What follows belongs to an exercise in optimizing a design on an open flow for small area; a production flow would make more cautious choices. In this exercise RTL edits were held to simulation tests only and were not proved equivalent to the original. Power figures rest on the tool's default switching activity, not on a simulated workload.

// stdp_synapse_top
module stdp_synapse_top #(
  parameter int          N_SYN       = 16,     
  parameter logic [15:0] INIT_WEIGHT = 16'd2,
  parameter logic [7:0]  LFSR_SEED   = 8'hFF
) (
  input  logic               clock,
  input  logic               rst,
  input  logic               shift,
  input  logic               post_spike,
  input  logic               learn,
  input  logic [N_SYN-1:0]   pre_spike,
  input  stdp_pkg::syn_idx_t syn_sel,
  input  stdp_pkg::syn_idx_t rd_sel,
  output stdp_pkg::weight_t  rd_weight,
  output logic               upd_valid,
  output logic               upd_fire,
  output logic               upd_up
);
  logic [3:0]         post_age;
  logic [3:0]         pre_age;
  logic               pair_any;
  logic               pair_ltd;
  stdp_pkg::dt_t      pair_dt;
  stdp_pkg::syn_idx_t upd_index;
  spike_history #(
    .N_SYN (N_SYN)
  ) hist0 (
    .clock      (clock),
    .rst        (rst),
    .shift      (shift),
    .post_spike (post_spike),
    .pre_spike  (pre_spike),
    .syn_sel    (syn_sel),
    .post_age   (post_age),
    .pre_age    (pre_age)
  );
  spike_timing timing0 (
    .post_age (post_age),
    .pre_age  (pre_age),
    .pair_any (pair_any),
    .pair_ltd (pair_ltd),
    .pair_dt  (pair_dt)
  );
  plasticity_decision #(
    .LFSR_SEED (LFSR_SEED)
  ) decide0 (
    .clock     (clock),
  ...
export LEC_CHECK = 0
export CAP_MARGIN = 20
export CORE_MARGIN = 2
export CORE_UTILIZATION = 60
export SLEW_MARGIN = 20
create_clock -name core_clock -period 7.0 [get_ports {clock}]
standard.sh (not shown) runs the stock make flow with config.mk's settings and CLKGATE_MAP_FILE= SYNTH_SCRIPT=/design/flow/synth_recipe.tcl, a recipe that flattens the netlist after the stock synthesis.
==> flow/flow/run.sh <==
#!/bin/bash
# Layout: the standard flow (standard.sh), with these changes passed to
# ORFS through its own variables:
#  - synthesis: the standard flow's script, but ABC maps the logic with area.abc
#  - clock tree: no dummy loads, and leaf clusters sized for this design
#  - port buffers: the smallest buffer cell instead of the resizer's pick
# Each tool's output stays in ORFS's own logs (orfs/logs/...); the make output
# of the whole run goes to standard.log.
set -euo pipefail
HERE="$(cd "$(dirname "${BASH_SOURCE[0]}")" && pwd)"
source "$HERE/knobs.sh"
export CTS_ARGS
export BUFFER_PORTS_ARGS
export OWN_ABC_SCRIPT="$HERE/area.abc"
export FLOW_SYNTH_TCL="$PWD/synth_recipe.tcl"
sed "s|SYNTH_SCRIPT=[^ ]*|SYNTH_SCRIPT=$HERE/synth.tcl|" standard.sh > standard_own.sh
grep -q "SYNTH_SCRIPT=$HERE/synth.tcl" standard_own.sh
bash standard_own.sh > standard.log 2>&1
==> flow/flow/area.abc <==
strash
balance
rewrite
refactor
balance
rewrite
rewrite -z
balance
refactor -z
rewrite -z
balance
balance
rewrite
refactor
balance
rewrite
rewrite -z
balance
refactor -z
rewrite -z
balance
&get -n
&st
&dch -f
&nf -a -p -R 1000
&put
==> flow/flow/knobs.sh <==
CTS_ARGS="-sink_clustering_enable -repair_clock_nets -dont_use_dummy_load -buf_list sky130_fd_sc_hd__clkbuf_16 -sink_clustering_size 30 -sink_clustering_max_diameter 80"
BUFFER_PORTS_ARGS="-buffer_cell sky130_fd_sc_hd__buf_1"
==> flow/flow/synth.tcl <==
# The standard flow's synthesis (synth_recipe.tcl, sourced below) with one change: the ABC
# script that maps the logic is area.abc instead of ORFS's speed script.
# Flip-flops are mapped before ABC runs, so the registers are the same.
proc abc {args} {
  set i [lsearch -exact $args -script]
  if { $i >= 0 && [regexp {abc_(speed|area)\.script$} [lindex $args [expr {$i + 1}]]] } {
    lset args [expr {$i + 1}] $::env(OWN_ABC_SCRIPT)
  }
  yosys abc {*}$args
}
source $::env(FLOW_SYNTH_TCL)
Edit:
==> flow/flow/knobs.sh (replaced) <==
CTS_ARGS="-sink_clustering_enable -repair_clock_nets -dont_use_dummy_load -buf_list sky130_fd_sc_hd__clkbuf_8 -sink_clustering_size 16 -sink_clustering_max_diameter 60"
BUFFER_PORTS_ARGS="-buffer_cell sky130_fd_sc_hd__buf_1"
--- a/flow/config.mk
+++ b/flow/config.mk
@@ -10 +10 @@
-export CORE_UTILIZATION = 60
+export CORE_UTILIZATION = 40
Effect: The new run went through all stages and came out clean; utilization goes down by 22 points; cell area climbs slightly; sequential cell count stays the same.
Edit:
--- a/flow/flow/run.sh
+++ b/flow/flow/run.sh
@@ -6,0 +7 @@
+#  - synthesis buffers removed at floorplan (placement is not timing driven)
@@ -13,0 +15 @@
+export REMOVE_ABC_BUFFERS=1
==> flow/flow/knobs.sh (replaced) <==
CTS_ARGS="-sink_clustering_enable -repair_clock_nets -dont_use_dummy_load -buf_list sky130_fd_sc_hd__clkbuf_16 -sink_clustering_size 25 -sink_clustering_max_diameter 100"
BUFFER_PORTS_ARGS="-buffer_cell sky130_fd_sc_hd__buf_1"
--- a/flow/config.mk
+++ b/flow/config.mk
@@ -8 +8 @@
-export CAP_MARGIN = 20
+export CAP_MARGIN = 0
@@ -11 +11,2 @@
-export SLEW_MARGIN = 20
+export GPL_TIMING_DRIVEN = 0
+export SLEW_MARGIN = 0
Routed wire length decreases by about 4.4%.
Count of clock-buffer cells in the layout decreases by 13.
Worst setup slack degrades by 0.44 ns.
Edit:
--- a/flow/flow/run.sh
+++ b/flow/flow/run.sh
@@ -7 +6,0 @@
-#  - synthesis buffers removed at floorplan (placement is not timing driven)
@@ -15 +13,0 @@
-export REMOVE_ABC_BUFFERS=1
--- a/flow/flow/area.abc
+++ b/flow/flow/area.abc
@@ -26,0 +27,5 @@
+&get -n
+&st
+&dch -f
+&nf -a -p -R 1000
+&put
==> flow/flow/knobs.sh (replaced) <==
CTS_ARGS="-sink_clustering_enable -repair_clock_nets -dont_use_dummy_load -buf_list {sky130_fd_sc_hd__clkbuf_8 sky130_fd_sc_hd__clkbuf_16} -sink_clustering_size 25 -sink_clustering_max_diameter 100"
BUFFER_PORTS_ARGS="-buffer_cell sky130_fd_sc_hd__buf_1"
--- a/flow/config.mk
+++ b/flow/config.mk
@@ -8 +8 @@
-export CAP_MARGIN = 0
+export CAP_MARGIN = 20
@@ -11,2 +11 @@
-export GPL_TIMING_DRIVEN = 0
-export SLEW_MARGIN = 0
+export SLEW_MARGIN = 20
After rerunning: Global-route usage rises by 1.1 points; hold slack barely changes; total power hardly moves; routed wire length rises by 4.4%.
Edit:
==> flow/flow/knobs.sh (replaced) <==
CTS_ARGS="-sink_clustering_enable -repair_clock_nets -dont_use_dummy_load -buf_list sky130_fd_sc_hd__clkbuf_16 -sink_clustering_size 25 -sink_clustering_max_diameter 100"
BUFFER_PORTS_ARGS="-buffer_cell sky130_fd_sc_hd__buf_1"
Via count is unchanged.
Global-route usage is unchanged.
Setup slack does not change.
Core utilization stays the same.
Design area does not change.
Routed wire length stays the same.
Final cell count does not change.
Edit:
--- a/flow/flow/run.sh
+++ b/flow/flow/run.sh
@@ -6,0 +7 @@
+#  - synthesis buffers removed at floorplan (placement is not timing driven)
@@ -13,0 +15 @@
+export REMOVE_ABC_BUFFERS=1
--- a/flow/flow/area.abc
+++ b/flow/flow/area.abc
@@ -27,5 +26,0 @@
-&get -n
-&st
-&dch -f
-&nf -a -p -R 1000
-&put
--- a/flow/config.mk
+++ b/flow/config.mk
@@ -10,0 +11 @@
+export GPL_TIMING_DRIVEN = 0
What happened: Die area climbs by 0.60%; clock skew is about the same; cell area is higher by 1.5%; clock power barely changes; total power stays flat; combinational power is about the same; worst hold slack is about the same.

========
## job 8334
Starting RTL as in the previous note.
Settings: LEC_CHECK=0, CAP_MARGIN=20, CORE_MARGIN=2, CORE_UTILIZATION=40, GPL_TIMING_DRIVEN=0, SLEW_MARGIN=20; clock period 7.0 ns.
==> flow/flow/run.sh <==
#!/bin/bash
# Layout: the standard flow (standard.sh), with these changes passed to
# ORFS through its own variables:
#  - synthesis: the standard flow's script, but ABC maps the logic with area.abc
#  - clock tree: no dummy loads, and leaf clusters sized for this design
#  - port buffers: the smallest buffer cell instead of the resizer's pick
# Each tool's output stays in ORFS's own logs (orfs/logs/...); the make output
# of the whole run goes to standard.log.
set -euo pipefail
HERE="$(cd "$(dirname "${BASH_SOURCE[0]}")" && pwd)"
source "$HERE/knobs.sh"
export CTS_ARGS
export BUFFER_PORTS_ARGS
export OWN_ABC_SCRIPT="$HERE/area.abc"
export FLOW_SYNTH_TCL="$PWD/synth_recipe.tcl"
sed "s|SYNTH_SCRIPT=[^ ]*|SYNTH_SCRIPT=$HERE/synth.tcl|" standard.sh > standard_own.sh
grep -q "SYNTH_SCRIPT=$HERE/synth.tcl" standard_own.sh
bash standard_own.sh > standard.log 2>&1
==> flow/flow/area.abc <==
strash
balance
rewrite
refactor
balance
rewrite
rewrite -z
balance
refactor -z
rewrite -z
balance
balance
rewrite
refactor
balance
rewrite
rewrite -z
balance
refactor -z
rewrite -z
balance
&get -n
&st
&dch -f
&nf -a -p -R 1000
&put
&get -n
&st
&dch -f
&nf -a -p -R 1000
&put
==> flow/flow/knobs.sh <==
CTS_ARGS="-sink_clustering_enable -repair_clock_nets -dont_use_dummy_load -buf_list sky130_fd_sc_hd__clkbuf_16 -sink_clustering_size 25 -sink_clustering_max_diameter 100"
BUFFER_PORTS_ARGS="-buffer_cell sky130_fd_sc_hd__buf_1"
Scripts as last shown in full above: flow/flow/synth.tcl
#### Input delta (job 5477 over job 8334)
Settings: SLEW_MARGIN: 20 -> 0; GPL_TIMING_DRIVEN: 0 -> unset; CAP_MARGIN: 20 -> 0.
--- a/flow/flow/area.abc
+++ b/flow/flow/area.abc
@@ -26,6 +26 @@
 &put
-&get -n
-&st
-&dch -f
-&nf -a -p -R 1000
-&put
## What came out
Area fraction in and, or, nand and nor cells after synthesis: job 5477 vs job 8334 up 0.60 points. In the reports for job 8334 and job 5477, the smaller global-route usage belongs to job 8334. Summary of job 5477 over job 8334: post-synth design cell area went up; relative slew slack decreased by 28 points relative to the old numbers; sequential share of layout area +0.36 points. Changes observed in job 5477 relative to job 8334: fmax increased by 7.4% relative to the old numbers, area taken by multi-input logic gates moved down.
Input changes introduced in job 9020 (baseline for comparison: job 5477):
Settings: a change of CAP_MARGIN from 0 to 20; a change of SLEW_MARGIN from 0 to 20.
==> run notes <==
- The sequential power of job 9020 and that of job 5477 are within noise of each other.
- Reported for job 9020 and job 5477, count of sequential standard cells turned out identical to the last digit.
- Job 5477 → job 9020: shortest period the worst path allows up 0.13 ns, worst clock skew on the final layout stayed essentially flat.

## static timing again, ports no longer ideal
How much do the figures lean on ideal ports? The routed layouts below were timed once more, with nothing changed but the port constraints. Step 1: set_driving_cell puts a clkbuf_16 on clock and a buf_2 on each other input, an assumption about the parent block. Step 2, shift: input delay + t, output delay - t, t = (earliest + latest rising clock arrival at the registers) / 2. This alone moves slack from input paths to output paths. Slacks: no drivers / after step 1 / after step 2; pairs: no drivers / after step 1.
| run | t (ns) | setup slack, ns | hold slack, ns | worst register clock-pin slew, ns | pins driven straight from the clock port |
|---|---|---|---|---|---|
| the first run of note 1 | 0.551 | 0.588 / 0.588 / 0.328 | 0.320 / 0.320 / 0.320 | 0.11 / 0.11 | 1 |
| the second run of note 1 | 0.628 | 0.690 / 0.690 / 0.602 | 0.268 / 0.268 / 0.268 | 0.11 / 0.11 | 1 |
| the third run of note 1 | 0.555 | 0.245 / 0.245 / 0.207 | 0.334 / 0.334 / 0.334 | 0.10 / 0.10 | 1 |
| the fourth run of note 1 | 0.560 | 0.541 / 0.541 / 0.232 | 0.332 / 0.332 / 0.332 | 0.10 / 0.10 | 1 |
| the fifth run of note 1 | 0.560 | 0.541 / 0.541 / 0.232 | 0.332 / 0.332 / 0.332 | 0.10 / 0.10 | 1 |
| the sixth run of note 1 | 0.553 | 0.559 / 0.559 / 0.036 | 0.331 / 0.331 / 0.331 | 0.10 / 0.10 | 1 |
| job 8334 | 0.562 | 0.392 / 0.392 / 0.176 | 0.330 / 0.330 / 0.330 | 0.10 / 0.10 | 1 |
| job 5477 | 0.562 | 0.845 / 0.845 / 0.544 | 0.333 / 0.333 / 0.333 | 0.10 / 0.10 | 1 |
| job 9020 | 0.565 | 0.715 / 0.715 / 0.637 | 0.335 / 0.335 / 0.335 | 0.10 / 0.10 | 1 |
After both steps every run listed still meets setup and hold. For the sixth run of note 1, which loses most, drivers alone change the setup slack by 0.000 ns; drivers and shift together by -0.523 ns.
